What follows belongs to an exercise in optimizing a design on an open flow for small area and a short achievable clock period; a production flow would make more cautious choices.
At most, simulation tests tie the RTL to the original design; equivalence was not proved.
Power figures rest on the tool's default switching activity, not on a simulated workload.

== run A ==
// pdl_ctrl
module pdl_ctrl #(
   parameter int N       = 32,
   parameter int OUT_NUM = 8
) (
   input  logic                 clk,
   input  logic                 reset,
   input  logic                 cfg_valid,
   output logic                 cfg_ready,
   input  logic [7:0]           cfg_addr,
   input  logic [N-1:0]         cfg_data,
   output logic                 cfg_err,
   input  logic                 commit,
   input  logic                 arm,
   input  logic                 abort,
   input  logic                 ext_trigger,
   output logic [OUT_NUM-1:0]   ch_trigger,
   output logic [OUT_NUM*N-1:0] ch_dl,
   output logic [OUT_NUM*N-1:0] ch_wb,
   output logic                 busy,
   output logic                 commit_pending,
   output logic                 done
);
   logic [19:0] ld, kp;
   logic        err_d;
   logic        rst_q;
   pdl_decode u_decode (
      .cfg_valid(cfg_valid), .rst_q(rst_q), .cfg_addr(cfg_addr),
      .reset(reset), .ld(ld), .kp(kp), .err(err_d)
   );
   always_ff @(posedge clk) begin
      cfg_ready <= ~reset;
      rst_q     <= reset;
      cfg_err   <= err_d;
   end
   logic [N-1:0]       sh_dl  [OUT_NUM];
   logic [N-1:0]       sh_wb  [OUT_NUM];
   logic [OUT_NUM-1:0] sh_mask;
   logic [N-1:0]       sh_on, sh_off, sh_shots;
   logic [OUT_NUM-1:0] ld_dl, ld_wb, kp_dl, kp_wb;
   logic               ld_mask, ld_on, ld_off, ld_shots;
   logic               kp_mask, kp_on, kp_off, kp_shots;
   always_comb begin
      ld_dl    = ld[7:0];
      ld_wb    = ld[15:8];
      ld_mask  = ld[16];
      ld_on    = ld[17];
      ld_off   = ld[18];
      ld_shots = ld[19];
      kp_dl    = kp[7:0];
      kp_wb    = kp[15:8];
      kp_mask  = kp[16];
      kp_on    = kp[17];
      kp_off   = kp[18];
      kp_shots = kp[19];
   end
   always_ff @(posedge clk) begin
  ...
Size in the first run: ~1,300 flip-flops, about 570 I/O pins.
Settings: LEC_CHECK=0, CAP_MARGIN=20, CORE_MARGIN=2, CORE_UTILIZATION=65, CTS_CLUSTER_DIAMETER=100, CTS_CLUSTER_SIZE=25, SETUP_SLACK_MARGIN=1.45, SLEW_MARGIN=20, SYNTH_HIERARCHICAL=1, BUFFER_PORTS_ARGS=-buffer_cell sky130_fd_sc_hd__buf_2; clock period 3.4 ns.
standard.sh (not shown) runs the stock make flow with config.mk's settings and CLKGATE_MAP_FILE= SYNTH_SCRIPT=/design/flow/synth_recipe.tcl, a recipe that flattens the netlist after the stock synthesis.
==> flow/flow/run.sh <==
#!/bin/bash
# The standard layout with two changes, both made through config.mk:
#  - buffer_ports uses plain buf_2 cells for the port buffers instead of
#    the delay cells it picks by default;
#  - the slow OR3/OR4 cells are kept out of the combinational logic (they
#    are added to DONT_USE_CELLS; no register cell is affected).
# The make output goes to standard.log in the work folder; ORFS's own
# per-step logs stay under orfs/logs/.
set -euo pipefail
cat >> config.mk <<'EOF'
export BUFFER_PORTS_ARGS = -buffer_cell sky130_fd_sc_hd__buf_2
export DONT_USE_CELLS += sky130_fd_sc_hd__or3_1 sky130_fd_sc_hd__or3_2 sky130_fd_sc_hd__or3_4 sky130_fd_sc_hd__or4_1 sky130_fd_sc_hd__or4_2 sky130_fd_sc_hd__or4_4 sky130_fd_sc_hd__or3b_1 sky130_fd_sc_hd__or3b_2 sky130_fd_sc_hd__or3b_4 sky130_fd_sc_hd__or4b_1 sky130_fd_sc_hd__or4b_2 sky130_fd_sc_hd__or4b_4 sky130_fd_sc_hd__or4bb_1 sky130_fd_sc_hd__or4bb_2 sky130_fd_sc_hd__or4bb_4
EOF
bash standard.sh > standard.log 2>&1
Relative to run A, the following input files were edited for run B:
-- flow/config.mk --
<<< run A, line 9
export CORE_MARGIN = 2
export CORE_UTILIZATION = 65
export CTS_CLUSTER_DIAMETER = 100
export CTS_CLUSTER_SIZE = 25
export SETUP_SLACK_MARGIN = 1.45
export SLEW_MARGIN = 20
>>> run B, line 9
export CORE_MARGIN = 2
export CORE_UTILIZATION = 55
export CTS_CLUSTER_DIAMETER = 100
export CTS_CLUSTER_SIZE = 25
export PLACE_DENSITY = 0.7
export SETUP_SLACK_MARGIN = 1.5
export SLEW_MARGIN = 20
[summary]
Run B: met3 routing resource usage after global routing is 2.1 points lower than what run A reported. Higher proportion of cell area occupied by multi-input gates was reported by run A, not run B. Min critical path depth across run A and run B: run B. Looking at cell at the slowest stage of the critical path, the sky130_fd_sc_hd__and2_4 result is from run B; the sky130_fd_sc_hd__buf_12 one comes from run A. From run A to run B the numbers moved as follows: combinational power share up 0.2 points, final design instance area without fill up 970 µm², first-pass GRT wire length down about 2.2%.
What run C does differently from run B at the input level:
-- flow/config.mk --
<<< run B, line 9
export CORE_MARGIN = 2
export CORE_UTILIZATION = 55
export CTS_CLUSTER_DIAMETER = 100
export CTS_CLUSTER_SIZE = 25
export PLACE_DENSITY = 0.7
export SETUP_SLACK_MARGIN = 1.5
export SLEW_MARGIN = 20
>>> run C, line 9
export CORE_MARGIN = 2
export CORE_UTILIZATION = 60
export CTS_CLUSTER_DIAMETER = 100
export CTS_CLUSTER_SIZE = 25
export SETUP_SLACK_MARGIN = 1.8
export SLEW_MARGIN = 20
Results
Max combinational cell fraction of total power across run B and run C: run C
Run C ended up with input port to flop as its kind of critical path; run B ended up with flop to flop.
Power: run C vs run B up 1.5 mW
Measured against each other, run B and run C differ in maximum frequency, the lower figure coming from run C.
Clock share of power, run B and run C: smaller value in run C
What run D does differently from run C at the input level:
-- flow/config.mk --
<<< run C, line 9
export CORE_MARGIN = 2
export CORE_UTILIZATION = 60
export CTS_CLUSTER_DIAMETER = 100
export CTS_CLUSTER_SIZE = 25
export SETUP_SLACK_MARGIN = 1.8
export SLEW_MARGIN = 20
>>> run D, line 9
export CORE_MARGIN = 2
export CORE_UTILIZATION = 65
export CTS_CLUSTER_DIAMETER = 100
export CTS_CLUSTER_SIZE = 25
export SETUP_SLACK_MARGIN = 1.5
export SLEW_MARGIN = 20
--- outcome ---
- [compare] base=run C new=run D: shortest clock period the worst path allows after layout lower; worst slew slack as a fraction of its limit lower.
- Relative to run C, run D improves final worst-path setup slack.
- Worst hold slack (lower): run D
- Run D — met3 wirelength from detailed routing about 50% lower, run C as reference
--- input diff run D..run E ---
==> flow/flow/run.sh <==
#!/bin/bash
# The standard layout with two changes, both made through config.mk:
#  - buffer_ports uses plain buf_2 cells for the port buffers instead of
#    the delay cells it picks by default;
#  - RECOVER_POWER 50: cells off the critical paths are downsized after the
#    global-route repair;
#  - the slow OR3/OR4 cells are kept out of the combinational logic (they
#    are added to DONT_USE_CELLS; no register cell is affected).
# The make output goes to standard.log in the work folder; ORFS's own
# per-step logs stay under orfs/logs/.
set -euo pipefail
cat >> config.mk <<'EOF'
export BUFFER_PORTS_ARGS = -buffer_cell sky130_fd_sc_hd__buf_2
export RECOVER_POWER = 50
export DONT_USE_CELLS += sky130_fd_sc_hd__or3_1 sky130_fd_sc_hd__or3_2 sky130_fd_sc_hd__or3_4 sky130_fd_sc_hd__or4_1 sky130_fd_sc_hd__or4_2 sky130_fd_sc_hd__or4_4 sky130_fd_sc_hd__or3b_1 sky130_fd_sc_hd__or3b_2 sky130_fd_sc_hd__or3b_4 sky130_fd_sc_hd__or4b_1 sky130_fd_sc_hd__or4b_2 sky130_fd_sc_hd__or4b_4 sky130_fd_sc_hd__or4bb_1 sky130_fd_sc_hd__or4bb_2 sky130_fd_sc_hd__or4bb_4
EOF
bash standard.sh > standard.log 2>&1
==> flow/config.mk <==
export PLATFORM = sky130hd
export DESIGN_NAME = pdl_ctrl
export DESIGN_NICKNAME = pdl_ctrl
export VERILOG_FILES = /design/flow/design.v
export SDC_FILE = /design/flow/constraint.sdc
export NUM_CORES = 4
export LEC_CHECK = 0
export CAP_MARGIN = 20
export CORE_MARGIN = 2
export CORE_UTILIZATION = 65
export CTS_CLUSTER_DIAMETER = 100
export CTS_CLUSTER_SIZE = 25
export SETUP_SLACK_MARGIN = 1.5
export SLEW_MARGIN = 20
export SYNTH_HIERARCHICAL = 1
export BUFFER_PORTS_ARGS = -buffer_cell sky130_fd_sc_hd__buf_2
export RECOVER_POWER = 50
export DONT_USE_CELLS += sky130_fd_sc_hd__or3_1 sky130_fd_sc_hd__or3_2 sky130_fd_sc_hd__or3_4 sky130_fd_sc_hd__or4_1 sky130_fd_sc_hd__or4_2 sky130_fd_sc_hd__or4_4 sky130_fd_sc_hd__or3b_1 sky130_fd_sc_hd__or3b_2 sky130_fd_sc_hd__or3b_4 sky130_fd_sc_hd__or4b_1 sky130_fd_sc_hd__or4b_2 sky130_fd_sc_hd__or4b_4 sky130_fd_sc_hd__or4bb_1 sky130_fd_sc_hd__or4bb_2 sky130_fd_sc_hd__or4bb_4
Results
| fraction of layout cells with a size suffix above 1 | higher: run D |
When run E is set beside run D, its achievable clock frequency turns out to be about 28% smaller.
From run E to run D, simple-gate portion of the synthesized area did not move at all.
Relative to run E, the following input files were edited for run F:
==> flow/flow/run.sh <==
#!/bin/bash
# The standard layout with two changes, both made through config.mk:
#  - buffer_ports uses plain buf_2 cells for the port buffers instead of
#    the delay cells it picks by default;
#  - the slow OR3/OR4 cells are kept out of the combinational logic (they
#    are added to DONT_USE_CELLS; no register cell is affected).
# The make output goes to standard.log in the work folder; ORFS's own
# per-step logs stay under orfs/logs/.
set -euo pipefail
cat >> config.mk <<'EOF'
export BUFFER_PORTS_ARGS = -buffer_cell sky130_fd_sc_hd__buf_2
export DONT_USE_CELLS += sky130_fd_sc_hd__or3_1 sky130_fd_sc_hd__or3_2 sky130_fd_sc_hd__or3_4 sky130_fd_sc_hd__or4_1 sky130_fd_sc_hd__or4_2 sky130_fd_sc_hd__or4_4 sky130_fd_sc_hd__or3b_1 sky130_fd_sc_hd__or3b_2 sky130_fd_sc_hd__or3b_4 sky130_fd_sc_hd__or4b_1 sky130_fd_sc_hd__or4b_2 sky130_fd_sc_hd__or4b_4 sky130_fd_sc_hd__or4bb_1 sky130_fd_sc_hd__or4bb_2 sky130_fd_sc_hd__or4bb_4
EOF
bash standard.sh > standard.log 2>&1
==> flow/config.mk <==
export PLATFORM = sky130hd
export DESIGN_NAME = pdl_ctrl
export DESIGN_NICKNAME = pdl_ctrl
export VERILOG_FILES = /design/flow/design.v
export SDC_FILE = /design/flow/constraint.sdc
export NUM_CORES = 4
export LEC_CHECK = 0
export CAP_MARGIN = 20
export CORE_MARGIN = 2
export CORE_UTILIZATION = 60
export CTS_CLUSTER_DIAMETER = 100
export CTS_CLUSTER_SIZE = 25
export SETUP_SLACK_MARGIN = 1.35
export SLEW_MARGIN = 20
export SYNTH_HIERARCHICAL = 1
export BUFFER_PORTS_ARGS = -buffer_cell sky130_fd_sc_hd__buf_2
export DONT_USE_CELLS += sky130_fd_sc_hd__or3_1 sky130_fd_sc_hd__or3_2 sky130_fd_sc_hd__or3_4 sky130_fd_sc_hd__or4_1 sky130_fd_sc_hd__or4_2 sky130_fd_sc_hd__or4_4 sky130_fd_sc_hd__or3b_1 sky130_fd_sc_hd__or3b_2 sky130_fd_sc_hd__or3b_4 sky130_fd_sc_hd__or4b_1 sky130_fd_sc_hd__or4b_2 sky130_fd_sc_hd__or4b_4 sky130_fd_sc_hd__or4bb_1 sky130_fd_sc_hd__or4bb_2 sky130_fd_sc_hd__or4bb_4
- Number of vias after detailed routing delta (run F − run E): favourable
- Clock network power share (higher): run F
- Re number of buffers inserted by port buffering: no difference whatsoever between run E and run F.
- Diff run E -> run F: total cell area at the placement stage roughly the same, worst-case setup margin in the final layout higher, share of the cycle needed by the critical path after routing lower.
- Run F went all the way through synthesis, placement and routing and the layout is clean on timing, DRC and antenna.
- Compared with run E, in run F cell area power density went up, final-layout non-clock buffer area share went down by 0.67 points, combined area of the multi-input logic cells was more or less identical, final area moved down, largest fanout of any net on the critical path lower.

---

pdl_ctrl, a different RTL version from the one above (not shown whole).
Size: roughly 3500 cells after synthesis, roughly 570 I/O pins.
clock: 3.4 ns
lec_check: 0
cap_margin: 20
core_margin: 2
core_utilization: 65
cts_cluster_diameter: 100
cts_cluster_size: 25
setup_slack_margin: 1.5
slew_margin: 20
synth_hierarchical: 1
buffer_ports_args: -buffer_cell sky130_fd_sc_hd__buf_2
==> flow/flow/run.sh <==
#!/bin/bash
# The standard layout with two changes, both made through config.mk:
#  - buffer_ports uses plain buf_2 cells for the port buffers instead of
#    the delay cells it picks by default;
#  - the slow OR3/OR4 cells are kept out of the combinational logic (they
#    are added to DONT_USE_CELLS; no register cell is affected).
# The make output goes to standard.log in the work folder; ORFS's own
# per-step logs stay under orfs/logs/.
set -euo pipefail
cat >> config.mk <<'EOF'
export BUFFER_PORTS_ARGS = -buffer_cell sky130_fd_sc_hd__buf_2
export DONT_USE_CELLS += sky130_fd_sc_hd__or3_1 sky130_fd_sc_hd__or3_2 sky130_fd_sc_hd__or3_4 sky130_fd_sc_hd__or4_1 sky130_fd_sc_hd__or4_2 sky130_fd_sc_hd__or4_4 sky130_fd_sc_hd__or3b_1 sky130_fd_sc_hd__or3b_2 sky130_fd_sc_hd__or3b_4 sky130_fd_sc_hd__or4b_1 sky130_fd_sc_hd__or4b_2 sky130_fd_sc_hd__or4b_4 sky130_fd_sc_hd__or4bb_1 sky130_fd_sc_hd__or4bb_2 sky130_fd_sc_hd__or4bb_4
EOF
bash standard.sh > standard.log 2>&1
Rerun with:
--- a/flow/config.mk
+++ b/flow/config.mk
@@ -11,5 +11,5 @@
 export CTS_CLUSTER_DIAMETER = 100
 export CTS_CLUSTER_SIZE = 25
-export SETUP_SLACK_MARGIN = 1.5
+export SETUP_SLACK_MARGIN = 1.6
 export SLEW_MARGIN = 20
 export SYNTH_HIERARCHICAL = 1
=>
- The changed run finished clean
- wire length goes up by 20%
- cell area increases by 16%
- flip-flop and latch count stays the same
- core utilization goes up by 12 points
- combinational power came out higher by 57%
- setup slack gets worse by 0.16 ns
No run of this note included a check of the RTL's function; only the layout flow was run.

---

## the reference run
pdl_ctrl, a different RTL version from the one above (not shown whole).
Size: roughly 3,400 cells after synthesis, ~570 I/O pins, ~43,000 sq um of cells after synthesis.
export LEC_CHECK = 0
export CAP_MARGIN = 20
export CORE_MARGIN = 2
export CORE_UTILIZATION = 60
export CTS_CLUSTER_DIAMETER = 100
export CTS_CLUSTER_SIZE = 25
export SETUP_SLACK_MARGIN = 1.2
export SLEW_MARGIN = 20
export SYNTH_HIERARCHICAL = 1
export BUFFER_PORTS_ARGS = -buffer_cell sky130_fd_sc_hd__buf_2
create_clock -name core_clock -period 3.4 [get_ports {clk}]
Scripts as last shown in full above: flow/flow/run.sh
Here is what was changed in the inputs of the trial run compared with the reference run.
diff --git a/flow/config.mk b/flow/config.mk
--- a/flow/config.mk
+++ b/flow/config.mk
@@ -12,3 +12,3 @@
 export CTS_CLUSTER_SIZE = 25
-export SETUP_SLACK_MARGIN = 1.2
+export SETUP_SLACK_MARGIN = 1.35
 export SLEW_MARGIN = 20
Results
Compared to the reference run, the trial run has timing-limited maximum frequency 0.69% lower.
Taking the reference run as the reference point, the layout-stage area growth over the synthesis result of the trial run rises by 0.89 points.
Of the two candidates, the reference run has the better worst hold-check slack and the trial run the worse one.
Looking at number of inserted diodes, the trial run sits 2 below the reference run.
Across both runs, clock power was higher for the trial run than for the reference run.
Per the comparison of the trial run with the reference run, final net count +0.42%; fraction of the core area covered by cells at the end of the flow +0.54 points; power +about 0.44%; least setup slack across all paths after layout -15 ps.
Comparing via count for the trial run and the reference run, the bigger number came from the reference run.
Diff the reference run..the trial run | switching portion of total power | negligible

---

pdl_ctrl with an RTL version that a note above also has.
Size in the first run: about 3400 cells after synthesis, roughly 1300 flip-flops, about 570 I/O pins, roughly 0.043 sq mm of cells after synthesis.
==> flow/design.v (excerpt) <==
module pdl_ctrl #(
   parameter int N       = 32,
   parameter int OUT_NUM = 8
) (
   input  logic                 clk,
   input  logic                 reset,
   input  logic                 cfg_valid,
   output logic                 cfg_ready,
   input  logic [7:0]           cfg_addr,
   input  logic [N-1:0]         cfg_data,
   output logic                 cfg_err,
   input  logic                 commit,
   input  logic                 arm,
   input  logic                 abort,
   input  logic                 ext_trigger,
   output logic [OUT_NUM-1:0]   ch_trigger,
   output logic [OUT_NUM*N-1:0] ch_dl,
   output logic [OUT_NUM*N-1:0] ch_wb,
   output logic                 busy,
   output logic                 commit_pending,
   output logic                 done
);
Settings: LEC_CHECK=0, CAP_MARGIN=20, CORE_MARGIN=2, CORE_UTILIZATION=65, CTS_CLUSTER_DIAMETER=100, CTS_CLUSTER_SIZE=25, GPL_TIMING_DRIVEN=0, SETUP_SLACK_MARGIN=1.5, SLEW_MARGIN=20, SYNTH_HIERARCHICAL=1, BUFFER_PORTS_ARGS=-buffer_cell sky130_fd_sc_hd__buf_2; clock period 3.4 ns.
Scripts as last shown in full above: flow/flow/run.sh
The starting point completed with no timing, DRC or antenna violations.
Then changed:
--- a/flow/config.mk
+++ b/flow/config.mk
@@ -9,7 +9,6 @@
 export CORE_MARGIN = 2
-export CORE_UTILIZATION = 65
+export CORE_UTILIZATION = 60
 export CTS_CLUSTER_DIAMETER = 100
 export CTS_CLUSTER_SIZE = 25
-export GPL_TIMING_DRIVEN = 0
-export SETUP_SLACK_MARGIN = 1.5
+export SETUP_SLACK_MARGIN = 1.6
 export SLEW_MARGIN = 20
What happened:
- The new run completed with no timing, DRC or antenna violations
- wire length shrinks by 4.2%
- synthesized area does not change
- clock power hardly moves
- fmax went up by 2.6%
- worst setup slack improved by 0.048 ns
- sequential share of layout area drops by 2.8 points
- total power hardly moves
- clock-buffer cell count is unchanged
Then changed:
--- a/flow/config.mk
+++ b/flow/config.mk
@@ -9,6 +9,6 @@
 export CORE_MARGIN = 2
-export CORE_UTILIZATION = 60
+export CORE_UTILIZATION = 55
 export CTS_CLUSTER_DIAMETER = 100
 export CTS_CLUSTER_SIZE = 25
-export SETUP_SLACK_MARGIN = 1.6
+export SETUP_SLACK_MARGIN = 1.5
 export SLEW_MARGIN = 20
What happened: Design area came out lower by 7.8%; routed wire length came out lower by 1.7%; worst setup slack got worse by 0.013 ns; die area came out higher by 9.0%; core utilization came out lower by 12 points; power barely changes; via count came out lower by 3.0%.
Then changed:
--- a/flow/config.mk
+++ b/flow/config.mk
@@ -9,6 +9,6 @@
 export CORE_MARGIN = 2
-export CORE_UTILIZATION = 55
+export CORE_UTILIZATION = 70
 export CTS_CLUSTER_DIAMETER = 100
 export CTS_CLUSTER_SIZE = 25
-export SETUP_SLACK_MARGIN = 1.5
+export SETUP_SLACK_MARGIN = 1.35
 export SLEW_MARGIN = 20
Total power shrinks by 0.62%; combinational power shrinks by about 7%; worst hold slack degrades by 0.035 ns; global-route usage grows by 7.4 points; critical path depth stays the same; setup slack degrades by 0.12 ns; cell area shrinks by 2.3%; count of clock-buffer cells in the layout grows by 1; sequential power is about the same.
Then changed:
--- a/flow/config.mk
+++ b/flow/config.mk
@@ -9,6 +9,6 @@
 export CORE_MARGIN = 2
-export CORE_UTILIZATION = 70
+export CORE_UTILIZATION = 60
 export CTS_CLUSTER_DIAMETER = 100
 export CTS_CLUSTER_SIZE = 25
-export SETUP_SLACK_MARGIN = 1.35
+export SETUP_SLACK_MARGIN = 1.5
 export SLEW_MARGIN = 20
After rerunning: The new run finished with timing, DRC and antenna clean; utilization came out lower by 9.8 points; power came out higher slightly; critical path depth is unchanged; clock power came out higher slightly; sequential share of layout area came out lower by 0.89 points; global-route usage came out lower by 5.0 points; setup slack is better by 0.12 ns.
Then changed:
--- a/flow/config.mk
+++ b/flow/config.mk
@@ -12,3 +12,3 @@
 export CTS_CLUSTER_SIZE = 25
-export SETUP_SLACK_MARGIN = 1.5
+export SETUP_SLACK_MARGIN = 1.55
 export SLEW_MARGIN = 20
The changed run completed with no timing, DRC or antenna violations.
Wire length increases by 2.8%.
Via count went up by 2.0%.
Worst hold slack is worse by 0.012 ns.
Register-to-register slack is better by 0.02 ns.
Clock skew grows by 0.0033 ns.
Sequential power stays flat.
Worst setup slack gets better by 0.024 ns.
Combinational power hardly moves.

-- afterwards: timing with drivers on the ports --
How much do the figures lean on ideal ports? The routed layouts below were timed once more, with nothing changed but the port constraints.
Step 1 (the two cells are an assumption about what drives the block):
set clk [get_ports {clk}]
set_driving_cell -lib_cell sky130_fd_sc_hd__clkbuf_16 $clk
set_driving_cell -lib_cell sky130_fd_sc_hd__buf_2 [delete_from_list [all_inputs] $clk]
Step 2, shift: input delay + t, output delay - t, t = (earliest + latest rising clock arrival at the registers) / 2. This alone moves slack from input paths to output paths.
Three values: ideal, step 1, step 2; two values: the first two.
run | t (ns) | slack for setup (ns) | slew at the worst register clock pin (ns) | pins driven straight from the clock port
run A | 0.732 | 1.446 / 1.399 / 0.770 | 0.10 / 0.10 | 1
run B | 0.716 | 1.521 / 1.458 / 0.801 | 0.11 / 0.11 | 1
run C | 0.746 | 1.443 / 1.424 / 0.712 | 0.11 / 0.11 | 1
run D | 0.722 | 1.506 / 1.436 / 0.840 | 0.11 / 0.11 | 1
run E | 0.719 | 0.768 / 0.807 / 0.088 | 0.10 / 0.10 | 1
run F | 0.728 | 1.364 / 1.294 / 0.757 | 0.10 / 0.10 | 1
the first run of note 2 | 0.735 | 1.441 / 1.431 / 0.745 | 0.10 / 0.10 | 1
the second run of note 2 | 0.744 | 1.284 / 1.261 / 0.741 | 0.11 / 0.11 | 1
the reference run | 0.736 | 1.293 / 1.277 / 0.811 | 0.11 / 0.11 | 1
the trial run | 0.740 | 1.279 / 1.279 / 0.783 | 0.10 / 0.10 | 1
the first run of note 4 | 0.734 | 1.487 / 1.415 / 0.799 | 0.10 / 0.10 | 1
the second run of note 4 | 0.734 | 1.535 / 1.466 / 0.953 | 0.10 / 0.10 | 1
the third run of note 4 | 0.740 | 1.522 / 1.449 / 0.840 | 0.10 / 0.10 | 1
the fourth run of note 4 | 0.730 | 1.397 / 1.329 / 0.793 | 0.10 / 0.10 | 1
the fifth run of note 4 | 0.738 | 1.514 / 1.441 / 0.858 | 0.10 / 0.10 | 1
the sixth run of note 4 | 0.732 | 1.537 / 1.467 / 0.852 | 0.10 / 0.10 | 1
After both steps every run listed still meets setup and hold. For run C, which loses most, drivers alone change the setup slack by -0.019 ns; drivers and shift together by -0.731 ns.
